Source: an optimization exercise on an open RTL-to-GDS flow (aim: small area, a short achievable clock period and few clock cycles). Production flows keep margins and buffers that such runs may drop. The RTL was checked by simulation tests, not by an equivalence proof against the original design.

==> flow/design.v (outline; a module is shown in full before it is edited, if it fits) <==
// module complex_unit: 191 lines
// module mul_step: 931 lines
module complex_unit (
    input  logic          cpu_clk_i,
    input  logic          rst_i,
    input  logic          flush_i,
    input  logic          cu_valid_i,
    input  logic [2:0]    cu_opcode_i,
    input  logic [31:0]   cu_operand1_i,
    input  logic [31:0]   cu_operand2_i,
    output logic          busy_o,
    output logic [31:0]   result_o,
    output logic          wb_valid_o
);
  // ...
==> flow/run.sh <==
#!/bin/bash
# synth_recipe.tcl (not shown) runs the flow's synth.tcl, then flattens the netlist and writes it again
# the make line also repeats each setting of config.mk as NAME=value (left out here)
make -C /OpenROAD-flow-scripts/flow DESIGN_CONFIG=/design/flow/config.mk WORK_HOME=/design/flow/orfs CLKGATE_MAP_FILE= SYNTH_SCRIPT=/design/flow/synth_recipe.tcl finish
==> flow/config.mk <==
export PLATFORM = sky130hd
export DESIGN_NAME = complex_unit
export DESIGN_NICKNAME = complex_unit
export VERILOG_FILES = /design/flow/design.v
export SDC_FILE = /design/flow/constraint.sdc
export NUM_CORES = 4
export LEC_CHECK = 0
export CAP_MARGIN = 20
export CORE_MARGIN = 2
export CORE_UTILIZATION = 40
export SETUP_SLACK_MARGIN = 4.5
export SLEW_MARGIN = 20
==> flow/constraint.sdc <==
create_clock -name core_clock -period 10.0 [get_ports {cpu_clk_i}]
set_input_delay 2.0000 -clock core_clock [delete_from_list [all_inputs] [get_ports {cpu_clk_i}]]
set_output_delay 2.0000 -clock core_clock [all_outputs]
set_load 0.01 [all_outputs]
==> reports/results.tsv, run 1 <==
stage	metric	value	unit
route	drt pass-1 iters	8	
route	met1 WL	43.3	mm
cells_and_area	final-layout non-clock buffer area share	0.108	
placed_design	dpl hpwl	79.1	mm
synth	Yosys top cell by area	fa_1	
setup_path	CP max FO	5	
floorplanning	Die ar.	64600	µm²
cells_and_area	sequential cell count	110	
clock_network	# hold bufs at CTS	0	
route	DRC	0	
cells_and_area	P&R area growth vs syn	20.8	%
run_status	status	complete, no violations	
worst_hold_path	WHS Path Cells	2	
synth	register area share after synthesis	0.129	
floorplanning	num rows	91	
placed_design	worst slack, placed	2.35	ns
sta	Worst Clk Skew	0.00975	ns
cells_and_area	Multi-input gate area	21200	µm²
sta	worst-margin pin slew	1.04	ns
synth	largest family of logic cells by synthesized area	adder cells	
setup_path	CP peak stage delay	0.47	ns
floorplanning	# Taps	837	
cells_and_area	FILL cells	5914	
cells_and_area	sequential share of cell area	0.107	
synth	Synth Area in Compound Gates	0.201	
sta	Final Hold Viols	0	
synth	Yosys warnings	2	
route	Routed wire per std cell	26.7	µm
grt	met1 usage	0.446	
Testbench counts, summed over its fixed seeds: cycles 12,772.
==> run 2: changes to the inputs <==
--- a/flow/config.mk
+++ b/flow/config.mk
@@ -10,3 +10,3 @@
 export CORE_UTILIZATION = 40
-export SETUP_SLACK_MARGIN = 4.5
+export SETUP_SLACK_MARGIN = 3
 export SLEW_MARGIN = 20
==> run 2 against run 1 <==
Still clean. Flip-flop and latch count unchanged. Setup slack got worse by 0.43 ns. Die area did not move. Count of clock-buffer cells in the layout unchanged. Routed wire length shrank 1.1%. Final area down 7.1%. Sequential share of layout area is 0.81 points higher.
==> reports/results.tsv, run 2 <==
stage	metric	value	unit	change
grt	Tot GR Track Use	0.326		
setup_path	CP arrival	7.09	ns	
synth	post-synthesis adder-cell area fraction	0.291		
setup_path	Critical Path RT	10.28	ns	
synth	Syn Nets	3539		
synth	largest family of logic cells by synthesized area	adder cells		
grt	vias in the first global route	24064		
setup_path	worst reg-to-reg path cell count	21		
sta	RSZ-0062 raised after global routing	no		
cells_and_area	fraction of layout cells with a size suffix above 1	0.0948		
synth	post-synth top area share	0.216		
synth	Post-synth EDFFs	102		
cells_and_area	commonest non-fill, non-tap cell in the layout	nand2_1		
synth	Post-synth top cells	nand2_1, inv_1, fa_1, nor2_1, a21oi_1		
sta	worst-margin pin slew	1.10	ns	+0.0605 ns
worst_hold_path	Hold Startpoint	r_cnt[3]		
setup_path	CP peak stage delay	0.63	ns	+0.16 ns
placed_design	placed inst area	26700	µm²	
placed_design	worst slack, placed	1.91	ns	-0.442 ns
worst_hold_path	WHS Endpoint	r_cnt[3]		
clock_network	CTS Root Cell	clkbuf_16		
setup_path	nature of the critical path endpoint	register		
synth	#FFs+latches synth	110		
synth	simple-gate share of the synthesized area	0.175		
clock_network	worst skew pair latency	0.41	ns	
synth	register area share after synthesis	0.129		unchanged
synth	post-synth cell types	84		
cells_and_area	Final Util	0.455		
clock_network	H-tree lvl count	3		
sta	Setup TNS	0	ns	
setup_path	Critical R2R Capture	r_p[31]		
synth	async set-reset flop share out of synthesis	0		
synth	Yosys top cell by area	fa_1		
synth	Post-Synth XOR/XNOR Area	0.0532		
synth	top-count cell post-synth	nand2_1		
cells_and_area	largest registers	r_p (33), r_x (33), r_q (32)		
cells_and_area	Final Instance Area	28100	µm²	
run_status	status	complete, no violations		
setup_path	Slowest-stage cell, CP	fa_1		
route	DRC	0		unchanged
placed_design	Placed Cells incl. Taps	3832		
grt	pin count of the biggest net entering global routing	73		
sta	Max Slew Vio Count	0		
sta	Worst Clk Skew	0.0121	ns	+0.00233 ns
floorplanning	chip width	254	µm	
route	Iter 0 DRT Violations	2952		
setup_path	Critical Path Most Common Cell	fa_1		
synth	Synth Area in Compound Gates	0.201		unchanged
route	Routed wire per std cell	27.0	µm	+1.3%
route	antenna viol nets, final	0		
placed_design	dpl hpwl	81.9	mm	+3.5%
sta	maximum operating frequency	147	MHz	
sta	final worst setup slack	3.19	ns	
setup_path	CP max FO	23		+18
synth	Area contributors post-synth	fa_1, edfxtp_1, ha_1		
cells_and_area	FILL cells	6133		+3.7%
sta	Period Utilization, post-route	0.681		
setup_path	crit-path leading delay family	adder cells		
route	DR vias	24702		
cells_and_area	most frequent cells in the layout	nand2_1, inv_1, fa_1		
setup_path	worst path cell trace	buf_4 > nand2_1 > fa_1 > inv_1 > fa_1 > fa_1 > fa_1 > ha_1 > a21o_1 > a21o_1 > a21oi_1 > o21ai_2 > a21oi_1 > o31ai_4 > nor4_1 > o41ai_2 > a21o_1 > a21oi_1 > fa_1 > o21ai_0 > a221o_1		
grt	first-pass GRT wire length	156	mm	
sta	min Tclk post-route	6.81	ns	
clock_network	CTS max path bufs	2		
worst_hold_path	Min-Delay Path Class	reg -> reg		
cells_and_area	P&R area growth vs syn	12.2	%	
cells_and_area	Multi-input gate area	20100	µm²	-5.1%
setup_path	Setup CP Type	reg -> reg		
synth	Top FF cell, synth	edfxtp_1		
synth	syn_area_per_cell	8.22	µm²	
setup_path	worst r2r src	r_q[4]		
synth	post-synthesis mux area share	0.0714		
clock_network	# hold bufs at CTS	0		unchanged
route	Via-to-Cell Ratio	6.27		
clock_network	clk slew on worst S/H paths	0.09	ns	
cells_and_area	final non-filler cell total	3942		
floorplanning	core area	61800	µm²	
grt	grt ovf	0		
cells_and_area	Sequential Area	3220	µm²	
floorplanning	number of top-level pins	105		
synth	Synth Cell Area	25000	µm²	
floorplanning	Die H	254	µm	
placed_design	routability cong.	0.971		
grt	initial antenna violation count	6		
sta	Slew HR	0.259		
route	Routed WL	106	mm	
synth	Yosys warnings	2		unchanged
worst_hold_path	WHS Path Cells	2		unchanged
floorplanning	Die ar.	64600	µm²	unchanged
clock_network	TritonCTS clock tree	yes		
floorplanning	starting density of the core	0.405		
flow_run	maxcap violations	0		
setup_path	crit start category	register		
setup_path	Worst Path Buf+Inv	2		
synth	Syn Inst Count	3047		
placed_design	input/output buffers	104		
cells_and_area	Final #Nets	3589		
floorplanning	num rows	91		unchanged
clock_network	Sink Count	110		
clock_network	total CTS buffers	9		
route	drt pass-1 iters	6		-2
sta	Final Hold Viols	0		unchanged
sta	Final setup violation count	0		
setup_path	flop2flop setup slack	3.19	ns	
run 2: worst reg2reg max path, delay by kind of cell, from the launching register on:
family                     cells  cell delay, ns
adders and majority gates      6            3.01
AOI/OAI and AO/OA             11            2.14
and+or+nand+nor                2            0.63
buffers and inverters          2            0.50
DFF                            1            0.42
run 2: worst max-delay path by stage:
| stage | from | endpoint | slack, ns | depth (start not counted) |
|---|---|---|---|---|
| finish | r_q[4] | r_p[31] | 3.19 | 21 |
| floorplan | r_x[2] | r_p[13] | 3.55 | 29 |
| CTS | r_q[0] | r_p[31] | 3.02 | 20 |
| global route | r_q[0] | r_p[31] | 2.96 | 20 |
| global placement | r_x[12] | r_p[13] | 2.22 | 27 |
| detailed placement | r_x[12] | r_p[13] | 1.91 | 26 |
run 2: layout make-up:
type,instances,share of cell area
multi-input cells,2425,0.717
flip-flops and latches,110,0.115
repair buffers,247,0.0795
inverters,304,0.0408
well taps,837,0.0373
clock buffers,9,0.00801
clock inverters,7,0.00280
diodes,3,0.000267
run 2: metal layers:
metal,track usage,part of all wire,vias up
met1,0.442,0.40,12245
met2,0.503,0.44,1421
met5,0,0.00051,-
met3,0.0627,0.11,262
li1,-,-,10766
met4,0.148,0.052,8
run 2: kinds of logic after synthesis:
kind of cell	Yosys count
adder cells (fa/ha/maj)	421
AO/OA/AOI/OAI	774
AND/OR/NAND/NOR	915
multiplexers	161
XOR/XNOR	152
buffers and inverters	514
flip-flops	110
run 2: what timing repair did:
| action | in CTS | in global routing |
|---|---|---|
| resized for setup | 26 | 56 |
| buffers inserted | 53 | 35 |
| pin swaps | 1 | 16 |
| setup endpoints to repair | 35 | 39 |
| cloned | 0 | 3 |
run 2: metrics by stage:
step           hold slack, ns
6_report                0.492
5_1_grt                 0.513
2_1_floorplan           0.449
4_1_cts                 0.486
3_5_place_dp            0.471
3_3_place_gp            0.465
==> run 3: changes to the inputs <==
--- a/flow/config.mk
+++ b/flow/config.mk
@@ -10,3 +10,3 @@
 export CORE_UTILIZATION = 40
-export SETUP_SLACK_MARGIN = 3
+export SETUP_SLACK_MARGIN = 3.75
 export SLEW_MARGIN = 20
==> run 3 against run 2 <==
Final area is 7.5% higher. Routed wire length grew 8.8%. Register-to-register slack better by 0.40 ns. First-iteration DRC count up 6.9%. Critical path type unchanged.
==> reports/results.tsv, run 3 <==
stage	metric	value	unit	change
route	Routed wire per std cell	28.6	µm	+5.9%
setup_path	flop2flop setup slack	3.58	ns	+0.40 ns
run_status	status	complete, no violations		
route	Routed WL	116	mm	+8.8%
route	DRC	0		unchanged
clock_network	clk slew on worst S/H paths	0.09	ns	about the same
setup_path	Crit. Startpoint	r_p[15]		
synth	Area contributors post-synth	fa_1, edfxtp_1, ha_1		
floorplanning	Die H	254	µm	unchanged
synth	Post-synth top cells	nand2_1, inv_1, fa_1, nor2_1, a21oi_1		
sta	Slew HR	0.198		-0.0608
route	Iter 0 DRT Violations	3157		+6.9%
synth	Synth Cell Area	25000	µm²	unchanged
clock_network	worst skew pair latency	0.40	ns	about the same
synth	Synth Area in Compound Gates	0.201		unchanged
synth	top-count cell post-synth	nand2_1		
synth	#FFs+latches synth	110		unchanged
grt	grt ovf	0		unchanged
setup_path	Critical R2R Capture	r_p[31]		
synth	Syn Inst Count	3047		unchanged
synth	async set-reset flop share out of synthesis	0		unchanged
synth	post-synthesis adder-cell area fraction	0.291		unchanged
worst_hold_path	Min-Delay Path Class	reg -> reg		
grt	initial antenna violation count	8		+2
synth	post-synth top area share	0.216		unchanged
floorplanning	starting density of the core	0.405		unchanged
synth	simple-gate share of the synthesized area	0.175		unchanged
synth	Top FF cell, synth	edfxtp_1		
setup_path	crit start category	register		
placed_design	dpl hpwl	84.5	mm	+3.2%
setup_path	crit-path leading delay family	adder cells		
grt	Tot GR Track Use	0.348		+0.0224
setup_path	CP peak stage delay	0.63	ns	about the same
route	drt pass-1 iters	6		unchanged
setup_path	Worst Path Buf+Inv	3		+1
placed_design	routability cong.	1.08		+12%
setup_path	worst r2r src	r_p[15]		
setup_path	CP max FO	8		-65%
setup_path	Critical Path Most Common Cell	fa_1		
cells_and_area	P&R area growth vs syn	20.7	%	
setup_path	Setup crit end	r_p[31]		
sta	maximum operating frequency	156	MHz	+6.2%
sta	Max Slew Vio Count	0		unchanged
placed_design	Placed Cells incl. Taps	3832		unchanged
floorplanning	number of top-level pins	105		unchanged
clock_network	total CTS buffers	9		unchanged
setup_path	WP depth	20		-4.8%
cells_and_area	largest registers	r_p (33), r_x (33), r_q (32)		
sta	Period Utilization, post-route	0.642		-0.0397
sta	worst-margin pin slew	1.20	ns	+0.101 ns
setup_path	worst path cell trace	buf_4 > clkinvlp_4 > fa_1 > inv_1 > fa_1 > fa_1 > fa_1 > ha_1 > and4_4 > o211ai_1 > nand2_2 > nand2_4 > o31ai_4 > nor4_4 > o41ai_2 > a21o_1 > a21oi_2 > fa_2 > o21ai_1 > a221o_1		
cells_and_area	fraction of layout cells with a size suffix above 1	0.163		+0.0682
synth	post-synthesis mux area share	0.0714		unchanged
setup_path	Slowest-stage cell, CP	fa_2		
setup_path	Setup CP Type	reg -> reg		
floorplanning	num rows	91		unchanged
setup_path	nature of the critical path endpoint	register		
route	DR vias	25871		+4.7%
synth	syn_area_per_cell	8.22	µm²	unchanged
clock_network	CTS Root Cell	clkbuf_16		
placed_design	input/output buffers	104		unchanged
grt	pin count of the biggest net entering global routing	74		+1.4%
synth	Post-Synth XOR/XNOR Area	0.0532		unchanged
floorplanning	chip width	254	µm	unchanged
cells_and_area	most frequent cells in the layout	nand2_1, inv_1, fa_1		
synth	register area share after synthesis	0.129		unchanged
cells_and_area	final non-filler cell total	4050		+2.7%
sta	Worst Clk Skew	0.0141	ns	+0.00200 ns
sta	Final setup violation count	0		unchanged
route	antenna viol nets, final	0		unchanged
grt	first-pass GRT wire length	165	mm	+6.1%
sta	min Tclk post-route	6.42	ns	-0.397 ns
synth	Post-synth EDFFs	102		unchanged
sta	Final Hold Viols	0		unchanged
clock_network	H-tree lvl count	3		unchanged
synth	Yosys top cell by area	fa_1		
clock_network	Sink Count	110		unchanged
route	Via-to-Cell Ratio	6.39		+1.9%
synth	Syn Nets	3539		unchanged
sta	Setup TNS	0	ns	unchanged
grt	vias in the first global route	25104		+4.3%
cells_and_area	Final #Nets	3696		+3.0%
floorplanning	Die ar.	64600	µm²	unchanged
setup_path	Critical Path RT	10.15	ns	-0.13 ns
synth	post-synth cell types	84		unchanged
cells_and_area	FILL cells	5953		-2.9%
sta	RSZ-0062 raised after global routing	yes		
floorplanning	core area	61800	µm²	unchanged
synth	Yosys warnings	2		unchanged
clock_network	TritonCTS clock tree	yes		
setup_path	worst reg-to-reg path cell count	20		-4.8%
synth	largest family of logic cells by synthesized area	adder cells		
flow_run	maxcap violations	0		unchanged
cells_and_area	commonest non-fill, non-tap cell in the layout	nand2_1		
clock_network	CTS max path bufs	2		unchanged
setup_path	CP arrival	6.57	ns	-0.52 ns
run 3: worst min-delay path by stage:
stage          cells after the start        to      from  slack (ns)
2_1_floorplan                      2  r_cnt[3]  r_cnt[3]        0.45
3_3_place_gp                       2  r_cnt[3]  r_cnt[3]        0.46
3_5_place_dp                       2  r_cnt[3]  r_cnt[3]        0.50
4_1_cts                            2  r_cnt[3]  r_cnt[3]        0.51
5_1_grt                            2  r_cnt[3]  r_cnt[3]        0.54
6_report                           2  r_cnt[3]  r_cnt[3]        0.50
run 3: cells by family (layout without fill, tap and decap cells):
| logic type | count (synthesis) | in the layout |
|---|---|---|
| AOI/OAI and AO/OA | 774 | 774 |
| muxes | 161 | 161 |
| xor gates and xnor gates | 152 | 152 |
| other | 0 | 4 |
| and+or+nand+nor | 915 | 920 |
| adders and majority gates | 421 | 421 |
| buffers and inverters | 514 | 671 |
| DFF | 110 | 110 |
run 3: layout make-up:
type | count | area, µm² | area share
antenna | 4 | 10.0 | 0.000331
clock buffer | 9 | 225 | 0.00745
clock inverter | 7 | 62.6 | 0.00207
inverter | 304 | 1160 | 0.0385
multi-input combinational | 2428 | 21000 | 0.695
sequential | 110 | 3220 | 0.107
tap | 837 | 1050 | 0.0347
timing repair buffer | 351 | 3480 | 0.115
run 3: per-layer routing:
layer | track usage | part of all wire | vias up
li1 | - | - | 10993
met3 | 0.100 | 0.12 | 430
met5 | 0 | 0.00038 | -
met4 | 0.245 | 0.086 | 6
met1 | 0.437 | 0.37 | 12690
met2 | 0.515 | 0.42 | 1752
run 3: tightest hold or removal path, stage by stage (launching register included):
cell     delay [ns]
dfxtp_1        0.34
nand2_1        0.06
a21oi_1        0.06
run 3: per-stage QoR:
step | hold slack, ns | setup WS [ns] | utilization | area (µm²)
after global placement | 0.465 | 1.79 | 0.433 | 26800
after floorplan | 0.449 | 3.75 | - | 25100
after global routing | 0.542 | 3.43 | 0.489 | 30200
after CTS | 0.509 | 3.53 | 0.471 | 29100
after detailed placement | 0.496 | 1.60 | 0.433 | 26800
final | 0.505 | 3.58 | 0.489 | 30200
run 3: what timing repair did:
item	CTS	global route
gates resized for setup	227	105
buffers inserted	137	48
gates cloned	5	7
pin swaps	71	81
hold buffers	0	0
endpoints found under the setup margin	116	77
==> run 4: changes to the inputs <==
--- a/flow/config.mk
+++ b/flow/config.mk
@@ -12 +12,2 @@
 export SLEW_MARGIN = 20
+export TNS_END_PERCENT = 30
==> run 4 against run 3 <==
Still clean. Non-clock buffer count down 3. Setup slack better by 0.0074 ns. Utilization about the same. Global-route usage unchanged. Register-to-register slack about the same. Sequential share of layout area about the same.
==> reports/results.tsv, run 4 <==
stage	metric	value	unit	change
clock_network	CTS max path bufs	2		unchanged
sta	Slew HR	0.209		+0.0114
sta	Worst Clk Skew	0.0114	ns	-0.00266 ns
floorplanning	Die H	254	µm	unchanged
floorplanning	num rows	91		unchanged
clock_network	# hold bufs at CTS	0		unchanged
cells_and_area	largest registers	r_p (33), r_x (33), r_q (32)		
cells_and_area	most frequent cells in the layout	nand2_1, inv_1, fa_1		
clock_network	H-tree lvl count	3		unchanged
synth	Syn Inst Count	3047		unchanged
sta	Max Slew Vio Count	0		unchanged
setup_path	nature of the critical path endpoint	register		
synth	Area contributors post-synth	fa_1, edfxtp_1, ha_1		
route	drt pass-1 iters	7		+1
sta	Period Utilization, post-route	0.641		-0.000736
cells_and_area	P&R area growth vs syn	20.7	%	about the same
synth	register area share after synthesis	0.129		unchanged
sta	Final setup violation count	0		unchanged
setup_path	Critical Path Most Common Cell	buf_6		
grt	Tot GR Track Use	0.348		unchanged
sta	worst-margin pin slew	1.18	ns	-0.0211 ns
grt	layer with the highest usage	met2		
sta	Setup TNS	0	ns	unchanged
placed_design	input/output buffers	104		unchanged
setup_path	Slowest-stage cell, CP	edfxtp_1		
setup_path	Critical Path RT	10.14	ns	about the same
route	Iter 0 DRT Violations	3155		-0.063%
synth	Syn Nets	3539		unchanged
floorplanning	starting density of the core	0.405		unchanged
sta	maximum operating frequency	156	MHz	+0.11%
synth	Yosys top cell by area	fa_1		
sta	RSZ-0062 raised after global routing	yes		
run_status	status	complete, no violations		
grt	met2 global-route usage	0.514		-0.000545
cells_and_area	fraction of layout cells with a size suffix above 1	0.166		+0.00270
route	DR vias	25929		+0.22%
setup_path	CP arrival	6.55	ns	-0.02 ns
route	DRC	0		unchanged
placed_design	routability cong.	1.08		unchanged
synth	syn_area_per_cell	8.22	µm²	unchanged
synth	Synth Cell Area	25000	µm²	unchanged
cells_and_area	Final #Nets	3692		-0.11%
placed_design	dpl hpwl	84.5	mm	unchanged
setup_path	CP peak stage delay	0.44	ns	-0.19 ns
floorplanning	Die ar.	64600	µm²	unchanged
synth	Top FF cell, synth	edfxtp_1		
grt	first-pass GRT wire length	165	mm	about the same
floorplanning	number of top-level pins	105		unchanged
grt	pin count of the biggest net entering global routing	74		unchanged
clock_network	Sink Count	110		unchanged
flow_run	maxcap violations	0		unchanged
setup_path	Setup CP Type	reg -> reg		
floorplanning	core area	61800	µm²	unchanged
synth	top-count cell post-synth	nand2_1		
synth	async set-reset flop share out of synthesis	0		unchanged
grt	initial antenna violation count	5		-3
clock_network	clk slew on worst S/H paths	0.09	ns	about the same
synth	#FFs+latches synth	110		unchanged
clock_network	worst skew pair latency	0.39	ns	about the same
route	antenna viol nets, final	0		unchanged
route	Via-to-Cell Ratio	6.41		+0.37%
grt	met1 usage	0.437		+0.000517
synth	Post-synth EDFFs	102		unchanged
clock_network	CTS Root Cell	clkbuf_16		
floorplanning	chip width	254	µm	unchanged
route	Routed WL	116	mm	+0.49%
worst_hold_path	Min-Delay Path Class	reg -> reg		
synth	Post-synth top cells	nand2_1, inv_1, fa_1, nor2_1, a21oi_1		
sta	Final Hold Viols	0		unchanged
setup_path	CP max FO	9		+1
grt	grt ovf	0		unchanged
clock_network	total CTS buffers	9		unchanged
setup_path	flop2flop setup slack	3.59	ns	about the same
sta	min Tclk post-route	6.41	ns	-0.00736 ns
grt	met3 Resource Use GR	0.0997		-0.000612
grt	vias in the first global route	25070		-0.14%
clock_network	TritonCTS clock tree	yes		
synth	post-synth top area share	0.216		unchanged
setup_path	crit start category	register		
cells_and_area	commonest non-fill, non-tap cell in the layout	nand2_1		
synth	post-synth cell types	84		unchanged
synth	Yosys warnings	2		unchanged
route	Routed wire per std cell	28.8	µm	+0.64%
run 4: cell types whose count changed in the layout (fill, tap and decap cells not counted), sizes merged, moves of 2 or more:
cell           delta
dlymetal6s2s      +4
clkdlybuf4s15     -2
buf               -4
dlygate4sd2       -3
diode             -2
clkbuf            +3
run 4: area by class of cell:
type,instances,area [µm²]
Clock inverter,7,62.6
Sequential cell,110,3220
Tap cell,837,1050
Antenna cell,2,5.00
Inverter,304,1160
Fill cell,5951,31600
Clock buffer,9,225
Multi-Input combinational cell,2427,21000
Timing Repair Buffer,348,3480
run 4: logic make-up after synthesis:
group                      synth area share
adders and majority gates             0.291
muxes                                0.0714
DFF                                   0.129
and+or+nand+nor                       0.175
xor gates and xnor gates             0.0532
AOI/OAI and AO/OA                     0.201
buffers and inverters                0.0798
run 4: critical path: cells and delay by family (launching register included):
family,cells,cell delay (ns)
AO/OA/AOI/OAI,12,2.46
XOR/XNOR,1,0.17
adder cells (fa/ha/maj),4,1.27
buffers and inverters,5,0.63
flip-flops,1,0.44
multiplexers,1,0.13
AND/OR/NAND/NOR,9,1.03
run 4: what timing repair did:
action                     in CTS  in global routing
pin swaps                      71                 91
gates cloned                    5                  5
gates resized for setup       188                162
setup buffers                 134                 49
setup endpoints to repair     116                 91
run 4: stage by stage:
stage | cells | cell area, µm² | utilization | setup slack, ns | hold WS, ns
global placement | 3832 | 26800 | 0.433 | 1.79 | 0.465
detailed placement | 3832 | 26800 | 0.433 | 1.60 | 0.496
finish | 4044 | 30200 | 0.489 | 3.59 | 0.499
CTS | 3987 | 29100 | 0.470 | 3.47 | 0.509
floorplan | 3047 | 25100 | - | 3.75 | 0.449
global route | 4042 | 30200 | 0.489 | 3.43 | 0.542
run 4: worst paths after layout:
kind / startpoint / endpoint / cells after the start
worst min register to register: r_cnt[3] / r_cnt[3] / 2
worst max register to register: r_x[1] / r_p[6] / 32
worst min-delay path: r_cnt[3] / r_cnt[3] / 2
worst max-delay path: r_x[1] / r_p[6] / 32
run 4: layer usage:
metal,wire [µm],vias to the layer above
li1,-,10976
met1,42800,12732
met2,49000,1739
met3,14500,472
met4,9970,10
met5,66,-
==> run 5: changes to the inputs <==
--- a/flow/config.mk
+++ b/flow/config.mk
@@ -10,4 +10,3 @@
 export CORE_UTILIZATION = 40
-export SETUP_SLACK_MARGIN = 3.75
+export SETUP_SLACK_MARGIN = 3.5
 export SLEW_MARGIN = 20
-export TNS_END_PERCENT = 30
==> run 5 against run 4 <==
Still clean on timing, DRC and antenna. Count of clock-buffer cells in the layout unchanged. Via count is 3.4% lower. Non-clock buffer count shrank 52. Die area unchanged. Hold slack worse by 0.0082 ns. Utilization decreased by 1.9 points. Maximum frequency fell by 0.91%. Sequential share of layout area rose by 0.43 points.
==> reports/results.tsv, run 5 <==
stage	metric	value	unit	change
synth	post-synth cell types	84		unchanged
synth	top-count cell post-synth	nand2_1		
clock_network	H-tree lvl count	3		unchanged
cells_and_area	FILL cells	6032		+1.4%
route	antenna viol nets, final	0		unchanged
synth	#FFs+latches synth	110		unchanged
cells_and_area	P&R area growth vs syn	16.0	%	
clock_network	# hold bufs at CTS	0		unchanged
setup_path	flop2flop setup slack	3.53	ns	-0.06 ns
placed_design	input/output buffers	104		unchanged
grt	first-pass GRT wire length	159	mm	-3.6%
setup_path	Critical Path RT	10.17	ns	+0.03 ns
route	Routed wire per std cell	27.3	µm	-5.1%
cells_and_area	Final Util	0.470		-0.0190
floorplanning	num rows	91		unchanged
run_status	status	complete, no violations		
route	met3 wire len	12.2	mm	-16%
sta	Slew HR	0.185		-0.0242
worst_hold_path	WHS Path Cells	2		unchanged
synth	syn_area_per_cell	8.22	µm²	unchanged
cells_and_area	most frequent cells in the layout	nand2_1, inv_1, fa_1		
cells_and_area	ant diodes	0		-2
synth	Syn Inst Count	3047		unchanged
setup_path	CP max FO	7		-2
clock_network	TritonCTS clock tree	yes		
grt	grt ovf	0		unchanged
sta	Max Slew Vio Count	0		unchanged
route	DR vias	25056		-3.4%
synth	Yosys top cell by area	fa_1		
setup_path	crit start category	register		
synth	async set-reset flop share out of synthesis	0		unchanged
flow_run	maxcap violations	0		unchanged
setup_path	Setup CP Type	reg -> reg		
floorplanning	core area	61800	µm²	unchanged
sta	Final Hold Viols	0		unchanged
sta	final worst setup slack	3.53	ns	-0.0590 ns
placed_design	worst slack, placed	1.91	ns	+0.309 ns
synth	Area contributors post-synth	fa_1, edfxtp_1, ha_1		
clock_network	worst skew pair latency	0.41	ns	+0.02 ns
sta	min Tclk post-route	6.47	ns	+0.0590 ns
route	Via-to-Cell Ratio	6.28		-2.1%
sta	Final setup violation count	0		unchanged
synth	Top FF cell, synth	edfxtp_1		
synth	post-synth top area share	0.216		unchanged
worst_hold_path	Hold Startpoint	r_cnt[3]		
grt	pin count of the biggest net entering global routing	73		-1.4%
floorplanning	starting density of the core	0.405		unchanged
floorplanning	Die ar.	64600	µm²	unchanged
setup_path	Slowest-stage cell, CP	edfxtp_1		
clock_network	CTS max path bufs	2		unchanged
clock_network	total CTS buffers	9		unchanged
setup_path	worst r2r src	r_x[1]		
synth	Post-synth EDFFs	102		unchanged
sta	Period Utilization, post-route	0.647		+0.00590
floorplanning	chip width	254	µm	unchanged
floorplanning	number of top-level pins	105		unchanged
synth	Synth Cell Area	25000	µm²	unchanged
sta	Worst Clk Skew	0.0134	ns	+0.00199 ns
clock_network	clk slew on worst S/H paths	0.09	ns	about the same
route	WL met2	47.8	mm	-2.5%
route	Iter 0 DRT Violations	3107		-1.5%
clock_network	CTS Root Cell	clkbuf_16		
setup_path	Critical R2R Capture	r_p[13]		
cells_and_area	largest registers	r_p (33), r_x (33), r_q (32)		
placed_design	dpl hpwl	81.9	mm	-3.1%
sta	worst-margin pin slew	1.21	ns	+0.0291 ns
route	Routed WL	109	mm	-6.4%
synth	register area share after synthesis	0.129		unchanged
route	drt pass-1 iters	8		+1
worst_hold_path	WHS Endpoint	r_cnt[3]		
synth	Syn Nets	3539		unchanged
setup_path	worst reg-to-reg path cell count	34		+6.3%
grt	initial antenna violation count	5		unchanged
sta	Setup TNS	0	ns	unchanged
grt	vias in the first global route	24683		-1.5%
setup_path	CP peak stage delay	0.51	ns	+0.07 ns
setup_path	Critical Path Most Common Cell	buf_6		
grt	Tot GR Track Use	0.334		-0.0147
synth	Yosys warnings	2		unchanged
setup_path	CP arrival	6.64	ns	+0.09 ns
route	DRC	0		unchanged
worst_hold_path	Min-Delay Path Class	reg -> reg		
cells_and_area	commonest non-fill, non-tap cell in the layout	nand2_1		
placed_design	routability cong.	0.971		-10%
route	met1 WL	42.8	mm	about the same
setup_path	nature of the critical path endpoint	register		
cells_and_area	fraction of layout cells with a size suffix above 1	0.129		-0.0369
sta	maximum operating frequency	155	MHz	-0.91%
sta	RSZ-0062 raised after global routing	yes		
route	Top Metal Used	met5		
cells_and_area	Final #Nets	3640		-1.4%
synth	Post-synth top cells	nand2_1, inv_1, fa_1, nor2_1, a21oi_1		
floorplanning	Die H	254	µm	unchanged
clock_network	Sink Count	110		unchanged
-- run 5: cell families (layout without fill, tap and decap cells) --
logic type	count (synthesis)	in the layout	share of synthesized area
xor+xnor	152	152	0.0532
flops	110	110	0.129
simple gates	915	919	0.175
buf+inv	514	616	0.0798
compound gates	774	774	0.201
mux	161	161	0.0714
fa+ha+maj	421	421	0.291
-- run 5: worst max-delay path by stage --
| stage | cells after the start | end | start | slack [ns] |
|---|---|---|---|---|
| floorplan | 29 | r_p[13] | r_x[2] | 3.55 |
| global placement | 27 | r_p[13] | r_x[12] | 2.22 |
| detailed placement | 26 | r_p[13] | r_x[12] | 1.91 |
| CTS | 27 | r_p[13] | r_x[1] | 3.36 |
| global route | 34 | r_p[13] | r_x[1] | 3.41 |
| finish | 34 | r_p[13] | r_x[1] | 3.53 |
-- run 5: per-stage QoR --
stage                     hold slack (ns)  cells  cell area [µm²]
after floorplan                     0.449   3047            25000
after global placement              0.465   3832            26700
after detailed placement            0.471   3832            26700
after CTS                           0.486   3959            28300
after global routing                0.513   3990            29000
final                               0.490   3990            29000
-- run 5: what timing repair did --
action,4_1_cts,5_1_grt
setup endpoints to repair,44,46
gates cloned,5,2
setup buffers,106,29
pin swaps,54,53
gates resized for setup,150,90
-- run 5: critical path, delay by kind of cell (launching register included) --
family | cells | cell delay [ns]
adder cells (fa/ha/maj) | 3 | 0.87
flip-flops | 1 | 0.51
AO/OA/AOI/OAI | 12 | 2.23
multiplexers | 1 | 0.31
buffers and inverters | 14 | 1.68
AND/OR/NAND/NOR | 4 | 0.57
-- run 5: final cells by class --
cell class | instances | area, µm² | share of cell area
multi-input cells | 2427 | 20600 | 0.709
flip-flops and latches | 110 | 3220 | 0.111
repair buffers | 296 | 2740 | 0.0944
inverters | 304 | 1140 | 0.0394
well taps | 837 | 1050 | 0.0361
clock buffers | 9 | 225 | 0.00775
clock inverters | 7 | 78.8 | 0.00271
-- run 5: metal layers --
layer | up-vias | global-route usage
met3 | 272 | 0.0689
met5 | - | 0
li1 | 10866 | -
met4 | 6 | 0.167
met2 | 1527 | 0.514
met1 | 12385 | 0.445
==> run 6: changes to the inputs <==
--- a/flow/config.mk
+++ b/flow/config.mk
@@ -9,3 +9,3 @@
 export CORE_MARGIN = 2
-export CORE_UTILIZATION = 40
+export CORE_UTILIZATION = 50
 export SETUP_SLACK_MARGIN = 3.5
==> run 6 against run 5 <==
Via count increased by 3.0%. Global-route usage up 9.5 points. Count of clock-buffer cells in the layout did not move. Critical path depth decreased by 11. Die area decreased by 20%. Synthesized cell count stayed put. Still clean. Final area grew 1.9%. Critical path type unchanged. Cell count shrank 3.1%. Area after synthesis stayed put.
==> reports/results.tsv, run 6 <==
stage	metric	value	unit	change
setup_path	Critical Path RT	10.17	ns	about the same
sta	RSZ-0062 raised after global routing	yes		
setup_path	Setup CP Type	reg -> reg		
setup_path	Critical Path Most Common Cell	fa_1		
setup_path	Worst Path Buf+Inv	3		-11
route	Via-to-Cell Ratio	6.68		+6.3%
placed_design	dpl hpwl	83.9	mm	+2.5%
cells_and_area	fraction of layout cells with a size suffix above 1	0.152		+0.0235
cells_and_area	Final #Nets	3678		+1.0%
placed_design	worst slack, placed	1.92	ns	+0.00453 ns
route	drt pass-1 iters	8		unchanged
route	DR vias	25812		+3.0%
synth	async set-reset flop share out of synthesis	0		unchanged
cells_and_area	largest registers	r_p (33), r_x (33), r_q (32)		
clock_network	# hold bufs at CTS	0		unchanged
synth	Area contributors post-synth	fa_1, edfxtp_1, ha_1		
sta	Slew HR	0.102		-0.0831
route	Routed wire per std cell	30.2	µm	+11%
cells_and_area	Final Util	0.595		+0.125
setup_path	flop2flop setup slack	3.57	ns	+0.03 ns
floorplanning	num rows	82		-9.9%
synth	Synth Cell Area	25000	µm²	unchanged
route	antenna viol nets, final	0		unchanged
setup_path	CP peak stage delay	0.57	ns	+0.06 ns
floorplanning	Die ar.	51900	µm²	-20%
clock_network	worst skew pair latency	0.41	ns	about the same
synth	#FFs+latches synth	110		unchanged
sta	Period Utilization, post-route	0.643		-0.00334
clock_network	CTS max path bufs	2		unchanged
synth	Post-synth EDFFs	102		unchanged
route	Iter 0 DRT Violations	3152		+1.4%
clock_network	CTS Root Cell	clkbuf_16		
grt	first-pass GRT wire length	165	mm	+3.7%
floorplanning	number of top-level pins	105		unchanged
setup_path	CP max FO	7		unchanged
grt	Tot GR Track Use	0.429		+0.0950
clock_network	Sink Count	110		unchanged
setup_path	CP arrival	6.60	ns	-0.04 ns
sta	worst-margin pin slew	1.34	ns	+0.131 ns
sta	min Tclk post-route	6.43	ns	-0.0334 ns
route	DRC	0		unchanged
setup_path	Slowest-stage cell, CP	fa_2		
sta	Final Hold Viols	0		unchanged
grt	grt ovf	0		unchanged
flow_run	maxcap violations	0		unchanged
grt	pin count of the biggest net entering global routing	74		+1.4%
cells_and_area	most frequent cells in the layout	nand2_1, inv_1, fa_1		
route	Routed WL	117	mm	+7.1%
synth	Yosys warnings	2		unchanged
worst_hold_path	Min-Delay Path Class	reg -> reg		
clock_network	TritonCTS clock tree	yes		
cells_and_area	commonest non-fill, non-tap cell in the layout	nand2_1		
worst_hold_path	WHS Path Cells	2		unchanged
sta	maximum operating frequency	155	MHz	+0.52%
grt	initial antenna violation count	6		+1
synth	Syn Inst Count	3047		unchanged
clock_network	H-tree lvl count	3		unchanged
sta	final worst setup slack	3.57	ns	+0.0334 ns
synth	syn_area_per_cell	8.22	µm²	unchanged
clock_network	clk slew on worst S/H paths	0.10	ns	about the same
grt	vias in the first global route	24857		+0.70%
sta	Final setup violation count	0		unchanged
sta	Max Slew Vio Count	0		unchanged
floorplanning	starting density of the core	0.503		+0.0982
synth	register area share after synthesis	0.129		unchanged
floorplanning	Die H	228	µm	-10%
setup_path	worst reg-to-reg path cell count	23		-32%
sta	Worst Clk Skew	0.0202	ns	+0.00684 ns
synth	Syn Nets	3539		unchanged
placed_design	routability cong.	1.04		+6.6%
synth	top-count cell post-synth	nand2_1		
synth	Post-synth top cells	nand2_1, inv_1, fa_1, nor2_1, a21oi_1		
run_status	status	complete, no violations		
cells_and_area	P&R area growth vs syn	18.1	%	
setup_path	worst path cell trace	buf_6 > buf_12 > and2_4 > fa_1 > fa_1 > fa_1 > fa_2 > ha_4 > a211o_1 > a211o_1 > o211ai_1 > nand2_2 > nand2_4 > buf_4 > nand2b_4 > nand2b_1 > o211ai_1 > a21oi_2 > o21bai_1 > fa_1 > xnor2_2 > o22ai_1 > a221o_1		
synth	Top FF cell, synth	edfxtp_1		
clock_network	total CTS buffers	9		unchanged
floorplanning	core area	49800	µm²	-20%
setup_path	crit-path leading delay family	adder cells		
floorplanning	chip width	228	µm	-10%
synth	post-synth cell types	84		unchanged
placed_design	input/output buffers	104		unchanged
sta	Setup TNS	0	ns	unchanged
setup_path	crit start category	register		
synth	Yosys top cell by area	fa_1		
synth	post-synth top area share	0.216		unchanged
setup_path	nature of the critical path endpoint	register		
setup_path	WP depth	23		-32%
==> run 6: cell families (layout without fill, tap and decap cells) <==
| logic type | count (synthesis) | in the layout | share of synthesized area |
|---|---|---|---|
| simple gates | 915 | 920 | 0.175 |
| compound gates | 774 | 774 | 0.201 |
| buf+inv | 514 | 652 | 0.0798 |
| fa+ha+maj | 421 | 421 | 0.291 |
| mux | 161 | 161 | 0.0714 |
| xor+xnor | 152 | 153 | 0.0532 |
| flops | 110 | 110 | 0.129 |
| other cells | 0 | 2 | 0 |
==> run 6: area by class of cell <==
cell class              instances  area, µm²
diodes                          2       5.00
inverters                     304       1150
repair buffers                332       3240
well taps                     672        841
clock buffers                   9        225
flip-flops and latches        110       3220
multi-input cells            2429      20800
fillers                      4544      20200
clock inverters                 7       62.6
==> run 6: tightest hold or removal path, cell delays in order, from the launching register on <==
cell and delay (ns):
dfxtp_1 0.33, nand2_1 0.07, a21oi_1 0.06
==> run 6: through the flow <==
step,hold slack [ns],instance area (µm²),std cells
2_1_floorplan,0.449,25000,3047
3_3_place_gp,0.462,26500,3664
3_5_place_dp,0.477,26500,3665
4_1_cts,0.489,28300,3797
5_1_grt,0.520,29600,3864
6_report,0.503,29600,3865
==> run 6: worst paths after layout <==
check | startpoint | endpoint
min | r_cnt[3] | r_cnt[3]
max reg2reg | r_q[1] | r_p[22]
min reg2reg | r_cnt[3] | r_cnt[3]
max | r_q[1] | r_p[22]
==> run 6: layer usage <==
layer,up-vias,wire (µm),global-route usage,share of wire
li1,10951,-,-,-
met1,12522,42400,0.553,0.36
met2,1888,49100,0.644,0.42
met3,449,15100,0.108,0.13
met4,2,9970,0.268,0.085
met5,-,25,0,0.00021
==> run 6: repair_timing <==
item / CTS / global route
gates resized for setup: 165 / 134
endpoints found under the setup margin: 44 / 55
pin swaps: 57 / 105
setup buffers: 111 / 55
gates cloned: 5 / 11
==> run 7: changes to the inputs <==
--- a/flow/config.mk
+++ b/flow/config.mk
@@ -9,4 +9,5 @@
 export CORE_MARGIN = 2
-export CORE_UTILIZATION = 50
-export SETUP_SLACK_MARGIN = 3.5
+export CORE_UTILIZATION = 40
+export SETUP_SLACK_MARGIN = 3.25
 export SLEW_MARGIN = 20
+export TNS_END_PERCENT = 30
==> run 7 against run 6 <==
Still clean. Synthesized cell count unchanged. Area after synthesis stayed put. Critical path type unchanged. Critical endpoint is now r_p[18]. Largest cell class unchanged. Highest routed layer unchanged.
==> reports/results.tsv, run 7 <==
stage	metric	value	unit	change
setup_path	Critical Path RT	10.17	ns	about the same
grt	initial antenna violation count	4		-2
clock_network	H-tree lvl count	3		unchanged
clock_network	Sink Count	110		unchanged
synth	Yosys top cell by area	fa_1		
floorplanning	Die H	254	µm	+12%
sta	Final Hold Viols	0		unchanged
setup_path	Setup CP Type	reg -> reg		
route	Iter 0 DRT Violations	3115		-1.2%
clock_network	worst skew pair latency	0.41	ns	about the same
clock_network	clk slew on worst S/H paths	0.09	ns	about the same
sta	Setup TNS	0	ns	unchanged
floorplanning	Die ar.	64600	µm²	+25%
grt	Tot GR Track Use	0.329		-0.0995
synth	async set-reset flop share out of synthesis	0		unchanged
synth	#FFs+latches synth	110		unchanged
cells_and_area	FILL cells	6133		+35%
synth	post-synth cell types	84		unchanged
floorplanning	num rows	91		+11%
cells_and_area	largest registers	r_p (33), r_x (33), r_q (32)		
sta	Period Utilization, post-route	0.671		+0.0278
sta	Max Slew Vio Count	0		unchanged
sta	maximum operating frequency	149	MHz	-4.1%
synth	register area share after synthesis	0.129		unchanged
clock_network	total CTS buffers	9		unchanged
sta	worst-margin pin slew	1.04	ns	-0.299 ns
sta	Worst Clk Skew	0.0127	ns	-0.00759 ns
clock_network	TritonCTS clock tree	yes		
synth	Post-synth EDFFs	102		unchanged
synth	Syn Nets	3539		unchanged
synth	Synth Cell Area	25000	µm²	unchanged
cells_and_area	final non-filler cell total	3934		+1.8%
setup_path	worst reg-to-reg path cell count	19		-17%
clock_network	CTS Root Cell	clkbuf_16		
cells_and_area	Final #Nets	3584		-2.6%
cells_and_area	Final Instance Area	28100	µm²	-5.0%
cells_and_area	most frequent cells in the layout	nand2_1, inv_1, fa_1		
route	DR vias	24747		-4.1%
cells_and_area	Multi-input gate area	20200	µm²	-3.1%
cells_and_area	Sequential Area	3220	µm²	unchanged
floorplanning	starting density of the core	0.405		-0.0982
floorplanning	chip width	254	µm	+12%
sta	Final setup violation count	0		unchanged
run_status	status	complete, no violations		
sta	Slew HR	0.298		+0.196
clock_network	# hold bufs at CTS	0		unchanged
cells_and_area	P&R area growth vs syn	12.3	%	
route	DRC	0		unchanged
floorplanning	number of top-level pins	105		unchanged
cells_and_area	fraction of layout cells with a size suffix above 1	0.0953		-0.0570
placed_design	routability cong.	0.971		-6.2%
synth	Syn Inst Count	3047		unchanged
route	drt pass-1 iters	6		-2
sta	min Tclk post-route	6.71	ns	+0.278 ns
setup_path	CP arrival	6.88	ns	+0.28 ns
route	Via-to-Cell Ratio	6.29		-5.8%
route	antenna viol nets, final	0		unchanged
worst_hold_path	Min-Delay Path Class	reg -> reg		
setup_path	nature of the critical path endpoint	register		
route	Routed WL	107	mm	-8.3%
setup_path	CP max FO	25		+18
placed_design	placed inst area	26700	µm²	+0.76%
worst_hold_path	WHS Path Cells	2		unchanged
cells_and_area	ant diodes	0		-2
grt	grt ovf	0		unchanged
placed_design	Placed Cells incl. Taps	3832		+4.6%
sta	RSZ-0062 raised after global routing	yes		
route	Routed wire per std cell	27.2	µm	-10%
grt	pin count of the biggest net entering global routing	73		-1.4%
synth	post-synth top area share	0.216		unchanged
synth	Post-synth top cells	nand2_1, inv_1, fa_1, nor2_1, a21oi_1		
flow_run	maxcap violations	0		unchanged
placed_design	dpl hpwl	81.9	mm	-2.4%
grt	vias in the first global route	24261		-2.4%
synth	top-count cell post-synth	nand2_1		
clock_network	CTS max path bufs	2		unchanged
synth	Top FF cell, synth	edfxtp_1		
grt	first-pass GRT wire length	157	mm	-4.8%
synth	syn_area_per_cell	8.22	µm²	unchanged
synth	Yosys warnings	2		unchanged
cells_and_area	commonest non-fill, non-tap cell in the layout	nand2_1		
setup_path	crit start category	register		
synth	Area contributors post-synth	fa_1, edfxtp_1, ha_1		
placed_design	input/output buffers	104		unchanged
floorplanning	core area	61800	µm²	+24%
-- run 7: worst max-delay path, stage by stage (launching register included) --
cell and delay, ns:
edfxtp_1 0.52, buf_12 0.24, and2_1 0.19, fa_1 0.51
fa_1 0.53, fa_1 0.57, fa_1 0.42, ha_1 0.35
a211o_1 0.29, a211o_1 0.33, o211ai_1 0.36, nand2_2 0.22
nand2_4 0.17, nand2b_1 0.12, a21o_1 0.19, a21o_1 0.18
fa_1 0.38, xnor2_1 0.40, o22ai_1 0.21, a221o_1 0.29
-- run 7: logic make-up (layout without fill, tap and decap cells) --
| kind of cell | Yosys count | in the layout | synth area share |
|---|---|---|---|
| flops | 110 | 110 | 0.129 |
| xor+xnor | 152 | 152 | 0.0532 |
| simple gates | 915 | 918 | 0.175 |
| buf+inv | 514 | 561 | 0.0798 |
| mux | 161 | 161 | 0.0714 |
| fa+ha+maj | 421 | 421 | 0.291 |
| compound gates | 774 | 774 | 0.201 |
-- run 7: timing repair --
action / CTS / global route
resized for setup: 54 / 46
endpoints found under the setup margin: 37 / 41
pin swaps: 12 / 24
buffers inserted: 65 / 17
gates cloned: 2 / 2
-- run 7: layer usage --
layer  GRT usage  wire, µm  up-vias
met5           0        41        -
met4       0.146      5520        6
met3      0.0582     11600      268
met2       0.510     46900     1473
met1       0.449     42900    12256
li1            -         -    10744
-- run 7: path summary, 6_finish.rpt --
kind / startpoint / endpoint / slack (ns)
worst max-delay path: r_q[0] / r_p[18] / 3.29
worst max register to register: r_q[0] / r_p[18] / 3.29
worst min-delay path: r_cnt[3] / r_cnt[3] / 0.49
worst min register to register: r_cnt[3] / r_cnt[3] / 0.49
-- run 7: layout make-up --
class                           count  area share
Inverter                          304      0.0407
Timing Repair Buffer              241      0.0785
Clock inverter                      7     0.00280
Clock buffer                        9     0.00801
Multi-Input combinational cell   2426       0.718
Tap cell                          837      0.0372
Sequential cell                   110       0.115
-- run 7: per-stage QoR --
step                      utilization  setup slack (ns)  hold slack, ns
after global routing            0.455              3.12           0.513
final                           0.455              3.29           0.490
after global placement          0.433              2.22           0.465
after detailed placement        0.433              1.91           0.471
after CTS                       0.449              3.22           0.486
after floorplan                     -              3.55           0.449
==> run 8: changes to the inputs <==
--- a/flow/config.mk
+++ b/flow/config.mk
@@ -12,2 +12 @@
 export SLEW_MARGIN = 20
-export TNS_END_PERCENT = 30
==> run 8 against run 7 <==
Sequential share of layout area about the same. First-iteration DRC count decreased by 2.5%. Die area is the same. Flip-flop and latch count unchanged.
==> reports/results.tsv, run 8 <==
stage	metric	value	unit	change
synth	Yosys warnings	2		unchanged
synth	top-count cell post-synth	nand2_1		
flow_run	maxcap violations	0		unchanged
worst_hold_path	WHS Endpoint	r_cnt[3]		
route	DR vias	24722		-0.10%
sta	Worst Clk Skew	0.0122	ns	-0.000459 ns
sta	final worst setup slack	3.39	ns	+0.106 ns
sta	maximum operating frequency	151	MHz	+1.6%
worst_hold_path	Min-Delay Path Class	reg -> reg		
route	Iter 0 DRT Violations	3037		-2.5%
sta	Period Utilization, post-route	0.661		-0.0106
clock_network	TritonCTS clock tree	yes		
setup_path	flop2flop setup slack	3.39	ns	+0.11 ns
setup_path	CP arrival	6.89	ns	about the same
cells_and_area	largest registers	r_p (33), r_x (33), r_q (32)		
grt	vias in the first global route	24258		-0.012%
cells_and_area	P&R area growth vs syn	12.7	%	
sta	Setup TNS	0	ns	unchanged
grt	initial antenna violation count	4		unchanged
synth	Synth Cell Area	25000	µm²	unchanged
floorplanning	Die ar.	64600	µm²	unchanged
route	Routed WL	107	mm	+0.25%
grt	grt ovf	0		unchanged
route	Routed wire per std cell	27.2	µm	+0.10%
sta	Final setup violation count	0		unchanged
synth	async set-reset flop share out of synthesis	0		unchanged
setup_path	Critical R2R Capture	r_p[31]		
synth	Yosys top cell by area	fa_1		
worst_hold_path	Hold Startpoint	r_cnt[3]		
setup_path	crit start category	register		
sta	min Tclk post-route	6.61	ns	-0.106 ns
setup_path	worst path cell trace	inv_1 > fa_1 > inv_1 > fa_1 > fa_1 > fa_1 > ha_1 > a21o_1 > a21o_1 > a21oi_1 > o21ai_2 > a21oi_1 > o31ai_4 > nor4_2 > o41ai_2 > a21o_1 > a21oi_1 > fa_1 > o21ai_0 > a221o_1		
setup_path	worst reg-to-reg path cell count	20		+1
placed_design	input/output buffers	104		unchanged
sta	Max Slew Vio Count	0		unchanged
synth	register area share after synthesis	0.129		unchanged
worst_hold_path	WHS Path Cells	2		unchanged
sta	Slew HR	0.283		-0.0150
placed_design	placed inst area	26700	µm²	unchanged
clock_network	H-tree lvl count	3		unchanged
synth	post-synth top area share	0.216		unchanged
setup_path	Critical Path RT	10.29	ns	+0.12 ns
floorplanning	Die H	254	µm	unchanged
sta	RSZ-0062 raised after global routing	yes		
setup_path	Critical Path Most Common Cell	fa_1		
placed_design	dpl hpwl	81.9	mm	unchanged
placed_design	worst slack, placed	1.91	ns	unchanged
cells_and_area	Final #Nets	3588		+0.11%
grt	first-pass GRT wire length	157	mm	about the same
synth	Post-synth top cells	nand2_1, inv_1, fa_1, nor2_1, a21oi_1		
grt	pin count of the biggest net entering global routing	73		unchanged
route	drt pass-1 iters	6		unchanged
synth	Post-synth EDFFs	102		unchanged
floorplanning	starting density of the core	0.405		unchanged
synth	Syn Inst Count	3047		unchanged
cells_and_area	Final Instance Area	28200	µm²	+0.36%
synth	post-synth cell types	84		unchanged
clock_network	Sink Count	110		unchanged
clock_network	# hold bufs at CTS	0		unchanged
setup_path	CP peak stage delay	0.63	ns	+0.06 ns
synth	Syn Nets	3539		unchanged
clock_network	total CTS buffers	9		unchanged
clock_network	clk slew on worst S/H paths	0.09	ns	about the same
setup_path	worst r2r src	r_p[18]		
setup_path	Setup CP Type	reg -> reg		
synth	syn_area_per_cell	8.22	µm²	unchanged
placed_design	routability cong.	0.971		unchanged
cells_and_area	commonest non-fill, non-tap cell in the layout	nand2_1		
floorplanning	num rows	91		unchanged
route	DRC	0		unchanged
floorplanning	core area	61800	µm²	unchanged
floorplanning	number of top-level pins	105		unchanged
cells_and_area	most frequent cells in the layout	nand2_1, inv_1, fa_1		
clock_network	worst skew pair latency	0.41	ns	about the same
grt	Tot GR Track Use	0.329		unchanged
setup_path	Slowest-stage cell, CP	fa_1		
cells_and_area	fraction of layout cells with a size suffix above 1	0.0977		+0.00246
route	antenna viol nets, final	0		unchanged
synth	Area contributors post-synth	fa_1, edfxtp_1, ha_1		
sta	Final Hold Viols	0		unchanged
cells_and_area	Final Util	0.456		+0.00164
synth	Top FF cell, synth	edfxtp_1		
setup_path	CP max FO	8		-68%
synth	#FFs+latches synth	110		unchanged
clock_network	CTS max path bufs	2		unchanged
clock_network	CTS Root Cell	clkbuf_16		
floorplanning	chip width	254	µm	unchanged
route	Via-to-Cell Ratio	6.27		-0.25%
setup_path	nature of the critical path endpoint	register		
sta	worst-margin pin slew	1.07	ns	+0.0222 ns
run_status	status	complete, no violations		
## run 8: cell counts after synthesis
No cell type changed its count.
## run 8: cell type report
class | count | area, µm²
multi-input combinational | 2426 | 20200
timing repair buffer | 245 | 2280
sequential | 110 | 3220
antenna | 2 | 5.00
tap | 837 | 1050
fill | 6119 | 33600
inverter | 304 | 1140
clock buffer | 9 | 225
clock inverter | 7 | 78.8
## run 8: cells by family (layout without fill, tap and decap cells)
logic type / Yosys count / in the layout / share of synthesized area
DFF: 110 / 110 / 0.129
muxes: 161 / 161 / 0.0714
other: 0 / 2 / 0
and+or+nand+nor: 915 / 918 / 0.175
AOI/OAI and AO/OA: 774 / 774 / 0.201
adders and majority gates: 421 / 421 / 0.291
buffers and inverters: 514 / 565 / 0.0798
xor gates and xnor gates: 152 / 152 / 0.0532
## run 8: metrics by stage
| step | std cells | hold slack, ns |
|---|---|---|
| after global placement | 3832 | 0.465 |
| after floorplan | 3047 | 0.449 |
| after CTS | 3915 | 0.486 |
| final | 3940 | 0.488 |
| after detailed placement | 3832 | 0.471 |
| after global routing | 3938 | 0.513 |
## run 8: metal layers
metal	track usage	vias up	wire (µm)
li1	-	10762	-
met1	0.449	12246	43300
met2	0.510	1468	47400
met3	0.0582	240	11200
met4	0.146	6	5240
met5	0	-	38
## run 8: how the worst max path moves through the flow
stage                          start    endpoint  slack, ns  depth (start not counted)
finish                       r_p[18]     r_p[31]       3.39                         20
global route        cu_operand2_i[5]  r_state[1]       3.12                         20
CTS                 cu_operand2_i[4]  r_state[1]       3.26                         20
detailed placement           r_x[12]     r_p[13]       1.91                         26
global placement             r_x[12]     r_p[13]       2.22                         27
floorplan                     r_x[2]     r_p[13]       3.55                         29
## run 8: timing repair
action,in CTS,in global routing
setup buffers,65,20
cloned,2,3
setup endpoints to repair,37,40
pin swaps,14,25
resized for setup,55,53
## run 8: critical path: cells and delay by family (launching register included)
family | cells | cell delay [ns]
AOI/OAI and AO/OA | 11 | 2.11
adders and majority gates | 6 | 3.04
buffers and inverters | 2 | 0.36
DFF | 1 | 0.62
and+or+nand+nor | 1 | 0.34

-- separate check: timing with driven ports --
The results above use ideal ports. As a check the final layouts listed here were re-extracted and re-timed, cells and wires unchanged. Step 1, drivers: a clkbuf_16 drives cpu_clk_i and a buf_2 each remaining input, both assumed. Step 2 adds t to the input delays and takes it off the output delays; t is the mean of the earliest and latest rising clock arrival at the registers after step 1. Input paths then give back, and output paths get back, about the clock's delay inside the block. Slacks: ideal / step 1 / step 2; pairs: ideal / step 1.
| run | shift t [ns] | setup slack, ns | worst setup path at the end | worst register clock-pin slew, ns | pins driven straight from the clock port |
|---|---|---|---|---|---|
| run 1 | 0.448 | 3.614 / 3.614 / 3.281 | input to register | 0.10 / 0.10 | 1 |
| run 2 | 0.453 | 3.187 / 3.187 / 2.804 | input to register | 0.09 / 0.09 | 1 |
| run 3 | 0.435 | 3.584 / 3.584 / 3.285 | input to register | 0.10 / 0.10 | 1 |
| run 4 | 0.433 | 3.591 / 3.591 / 3.327 | input to register | 0.10 / 0.10 | 1 |
| run 5 | 0.450 | 3.532 / 3.523 / 3.139 | input to register | 0.09 / 0.09 | 1 |
| run 6 | 0.444 | 3.565 / 3.551 / 3.161 | input to register | 0.10 / 0.10 | 1 |
| run 7 | 0.454 | 3.287 / 3.287 / 3.035 | input to register | 0.09 / 0.09 | 1 |
| run 8 | 0.454 | 3.393 / 3.366 / 3.061 | input to register | 0.09 / 0.09 | 1 |
After both steps every run listed still meets setup and hold. The setup slack of run 6, which loses most, moves by -0.014 ns with the drivers and by -0.404 ns with both steps.
